This is an optimization exercise on Yosys and OpenROAD, whose aim is small area, a short achievable clock period and few clock cycles per item, not a production implementation. Only simulation tests tie the RTL to the original design; equivalence was not proved. Power figures rest on the tool's default switching activity, not on a simulated workload.

## alpha
==> flow/design.v <==
`default_nettype none
package bmem_pkg;
    localparam int WORD_BITS = 32;
    localparam int BEAT_BITS = 64;
    localparam int LINE_BITS = 256;
    localparam int BEATS_PER_LINE = LINE_BITS / BEAT_BITS;
    localparam int WORDS_PER_LINE = LINE_BITS / WORD_BITS;
    localparam int OFFSET_BITS = $clog2(LINE_BITS / 8);
    typedef union packed {
        logic [BEATS_PER_LINE-1:0][BEAT_BITS-1:0] beats;
        logic [WORDS_PER_LINE-1:0][WORD_BITS-1:0] words;
    } line_t;
endpackage
`default_nettype wire
`default_nettype none
module bmem_bridge
#(
    parameter int ADDR_W = 32
) (
    input  wire logic                 clk,
    input  wire logic                 rst,
    input  wire logic                 fetch_req_i,
    input  wire logic [ADDR_W-1:0]    fetch_addr_i,
    output logic                      fetch_resp_o,
    output logic      [bmem_pkg::WORD_BITS-1:0] fetch_word_o,
    input  wire logic                 dline_read_i,
    input  wire logic                 dline_write_i,
    input  wire logic [ADDR_W-1:0]    dline_addr_i,
    input  wire logic [bmem_pkg::LINE_BITS-1:0] dline_wdata_i,
    output logic                      dline_resp_o,
    output logic      [bmem_pkg::LINE_BITS-1:0] dline_rdata_o,
    output logic      [ADDR_W-1:0]    bmem_addr_o,
    output logic                      bmem_read_o,
    output logic                      bmem_write_o,
    output logic      [bmem_pkg::BEAT_BITS-1:0] bmem_wdata_o,
    input  wire logic                 bmem_ready_i,
    input  wire logic [bmem_pkg::BEAT_BITS-1:0] bmem_rdata_i,
    input  wire logic                 bmem_rvalid_i
);
    localparam int OFF   = bmem_pkg::OFFSET_BITS;
    localparam int TAG_W = ADDR_W - OFF;
    logic [3:0][63:0]   buf_q;
    logic [TAG_W-1:0]   tag_q;
    logic               iv_q;        
    logic               rd_busy;
    logic               rd_data_q;   
    logic [3:0]         st_q;        
    logic [3:0]         arr_q;
    logic               wr_act_q;
    logic [3:0]         wsel_q;
    logic               rlock_q;
    logic               rlock_data_q;
    logic               f_match;
    logic [3:0]         f_ok;
    logic [63:0]        f_beat;
    logic [31:0]        f_buf_word;
    logic [31:0]        f_bus_word;
    assign rd_busy = |arr_q;
    assign f_match = iv_q && (tag_q == fetch_addr_i[ADDR_W-1:OFF]);
    assign f_ok    = st_q | (arr_q & {4{bmem_rvalid_i}});
    assign f_beat     = buf_q[fetch_addr_i[4:3]];
    assign f_buf_word = fetch_addr_i[2] ? f_beat[63:32] : f_beat[31:0];
    assign f_bus_word = fetch_addr_i[2] ? bmem_rdata_i[63:32] : bmem_rdata_i[31:0];
    assign fetch_resp_o = fetch_req_i && f_match && f_ok[fetch_addr_i[4:3]];
    assign fetch_word_o = st_q[fetch_addr_i[4:3]] ? f_buf_word : f_bus_word;
    logic               f_miss;
    logic               d_pend;
    logic               g_fetch;
    logic               g_dread;
    logic               g_write;
    logic               a_data;
    assign f_miss  = fetch_req_i && !f_match;
    assign d_pend  = dline_read_i || dline_write_i;
    assign g_write = !rd_busy && (wr_act_q || (!rlock_q && dline_write_i));
    assign g_dread = !rd_busy && !wr_act_q && (rlock_q ? rlock_data_q : dline_read_i);
    assign g_fetch = !rd_busy && !wr_act_q && (rlock_q ? !rlock_data_q : (!d_pend && f_miss));
    assign a_data  = d_pend && !(rlock_q && !rlock_data_q);
    assign bmem_read_o  = g_fetch || g_dread;
    assign bmem_write_o = g_write;
    assign bmem_addr_o  = {(a_data ? dline_addr_i[ADDR_W-1:OFF] : fetch_addr_i[ADDR_W-1:OFF]), {OFF{1'b0}}};
    always_comb begin
        bmem_wdata_o = '0;
        for (int k = 0; k < 4; k++) begin
            bmem_wdata_o = bmem_wdata_o | (dline_wdata_i[64*k +: 64] & {64{wsel_q[k]}});
        end
    end
    logic               last_rbeat;
    logic               last_wbeat;
    assign last_rbeat = arr_q[3] && bmem_rvalid_i;
    assign last_wbeat = wsel_q[3] && bmem_ready_i;
    assign dline_resp_o  = (last_rbeat && rd_data_q) || last_wbeat;
    assign dline_rdata_o = {bmem_rdata_i, buf_q[2], buf_q[1], buf_q[0]};
    always_ff @(posedge clk) begin
        if (rst) begin
            iv_q      <= 1'b0;
            rd_data_q <= 1'b0;
            wr_act_q  <= 1'b0;
            wsel_q    <= 4'd1;
            rlock_q   <= 1'b0;
            rlock_data_q <= 1'b0;
            st_q      <= 4'd0;
            arr_q     <= 4'd0;
        end else begin
            if (bmem_read_o) begin
                rlock_q      <= !bmem_ready_i;
                rlock_data_q <= g_dread;
                if (bmem_ready_i) begin
                    rd_data_q <= g_dread;
                    iv_q      <= 1'b1;
                    st_q      <= 4'd0;
                    arr_q     <= 4'd1;
                end
            end
            if (bmem_rvalid_i) begin
                st_q   <= st_q | arr_q;
                arr_q  <= {arr_q[2:0], 1'b0};
            end
            if (g_write) begin
                wr_act_q <= !last_wbeat;
                if (bmem_ready_i) begin
                    wsel_q <= {wsel_q[2:0], wsel_q[3]};
                end
                if (tag_q == dline_addr_i[ADDR_W-1:OFF]) begin
                    iv_q <= 1'b0;
                end
            end
        end
    end
    always_ff @(posedge clk) begin
        if (bmem_read_o && bmem_ready_i) begin
            tag_q <= bmem_addr_o[ADDR_W-1:OFF];
        end
        for (int k = 0; k < 4; k++) begin
            if (bmem_rvalid_i && arr_q[k]) begin
                buf_q[k] <= bmem_rdata_i;
            end
        end
    end
endmodule
`default_nettype wire
export LEC_CHECK = 0
export CAP_MARGIN = 20
export CORE_AREA = 5 5 225 225
export DIE_AREA = 0 0 230 230
export SETUP_SLACK_MARGIN = 2.0
export SLEW_MARGIN = 20
create_clock -name core_clock -period 5.0 [get_ports {clk}]
standard.sh (not shown) runs the stock make flow with config.mk's settings and CLKGATE_MAP_FILE= SYNTH_SCRIPT=/design/flow/synth_recipe.tcl, a recipe that flattens the netlist after the stock synthesis.
==> flow/flow/run.sh <==
#!/bin/bash
# Standard layout, with the smallest buffer on every input and output port,
# and without the slow wide OR/NOR cells in synthesis and repair.
set -euo pipefail
export BUFFER_PORTS_ARGS="-buffer_cell sky130_fd_sc_hd__buf_1"
export DONT_USE_CELLS="sky130_fd_sc_hd__or3_1 sky130_fd_sc_hd__or3_2 sky130_fd_sc_hd__or3_4 sky130_fd_sc_hd__or3b_1 sky130_fd_sc_hd__or3b_2 sky130_fd_sc_hd__or3b_4 sky130_fd_sc_hd__or4_1 sky130_fd_sc_hd__or4_2 sky130_fd_sc_hd__or4_4 sky130_fd_sc_hd__or4b_1 sky130_fd_sc_hd__or4b_2 sky130_fd_sc_hd__or4b_4 sky130_fd_sc_hd__or4bb_1 sky130_fd_sc_hd__or4bb_2 sky130_fd_sc_hd__or4bb_4 sky130_fd_sc_hd__nor4_1 sky130_fd_sc_hd__nor4_2 sky130_fd_sc_hd__nor4_4 sky130_fd_sc_hd__nor4b_1 sky130_fd_sc_hd__nor4b_2 sky130_fd_sc_hd__nor4b_4 sky130_fd_sc_hd__nor4bb_1 sky130_fd_sc_hd__nor4bb_2 sky130_fd_sc_hd__nor4bb_4"
bash standard.sh > standard_flow.log 2>&1
Testbench counts of alpha, summed over its fixed seeds: cycles 6,209, items 2,640.
Input-level comparison between beta and alpha:
==> flow/flow/run.sh <==
#!/bin/bash
# Standard layout, with the smallest buffer on every input and output port.
set -euo pipefail
export BUFFER_PORTS_ARGS="-buffer_cell sky130_fd_sc_hd__buf_1"
bash standard.sh > standard_flow.log 2>&1
Netlist area before placement: alpha vs beta identical
Between beta and alpha, the difference in register-to-register setup slack is negligible.
As far as count of nets left with antenna violations after detail routing goes, beta and alpha are indistinguishable; the numbers are identical.
As far as relative max-transition margin is concerned, beta and alpha perform about the same.
Comparing alpha against beta, there is no change at all in global-route total usage across every layer.
Diff alpha..beta | aggregate routed wire length | unchanged
beta completed every stage of the flow, and the final layout passed the timing, DRC and antenna checks.
beta -> alpha: internal power of the cells delta 0, exact match
alpha -> beta: total power delta 0, exact match
As far as count of buffers added by post-CTS timing repair for setup goes, alpha and beta are indistinguishable; the numbers are identical.
Diff beta..alpha | share of the synthesized netlist area taken by xor and xnor gates | unchanged
Diff beta..alpha | initial antenna violation count | unchanged
Modified inputs, gamma compared to beta
Settings: ABC_AREA newly set to 1.
--- outcome ---
- Both conditions hold for beta: the flow ran to the end and the final layout passed the timing, DRC and antenna checks.
- The flow did not stop early for gamma: all stages ran, and the layout cleared the timing, DRC and antenna checks.
- Going from beta to gamma, antenna diode instance count decreased about 28%, filler cell count increased about 4.3%, clock buffer count in the final layout decreased 8.3%, setup slack increased 0.16 ns, wire length on met2 increased 4.8%.
- When gamma is measured against beta, its maximum clock frequency turns out about 4.7% higher.

[afterwards: timing with drivers on the ports]
No port has a modelled driver above. Below, the same layouts with a new extraction and two added sets of constraints. Step 1 assumes that a clkbuf_16 drives the clock port and a buf_2 every other input. Step 2 adds t to the input delays and takes it off the output delays; t is the mean of the earliest and latest rising clock arrival at the registers after step 1. Input paths then give back, and output paths get back, about the clock's delay inside the block. a / b / c = no drivers / after step 1 / after step 2; a / b = the first two.
run | t (ns) | setup slack, ns | clock arrival spread, ns
alpha | 0.591 | 1.426 / 1.318 / 1.318 | 0.039 / 0.039
beta | 0.591 | 1.426 / 1.318 / 1.318 | 0.039 / 0.039
gamma | 0.589 | 1.586 / 1.446 / 1.446 | 0.024 / 0.025
After both steps every run listed still meets setup and hold. The setup slack of gamma, which loses most, moves by -0.140 ns with the drivers and by -0.140 ns with both steps.
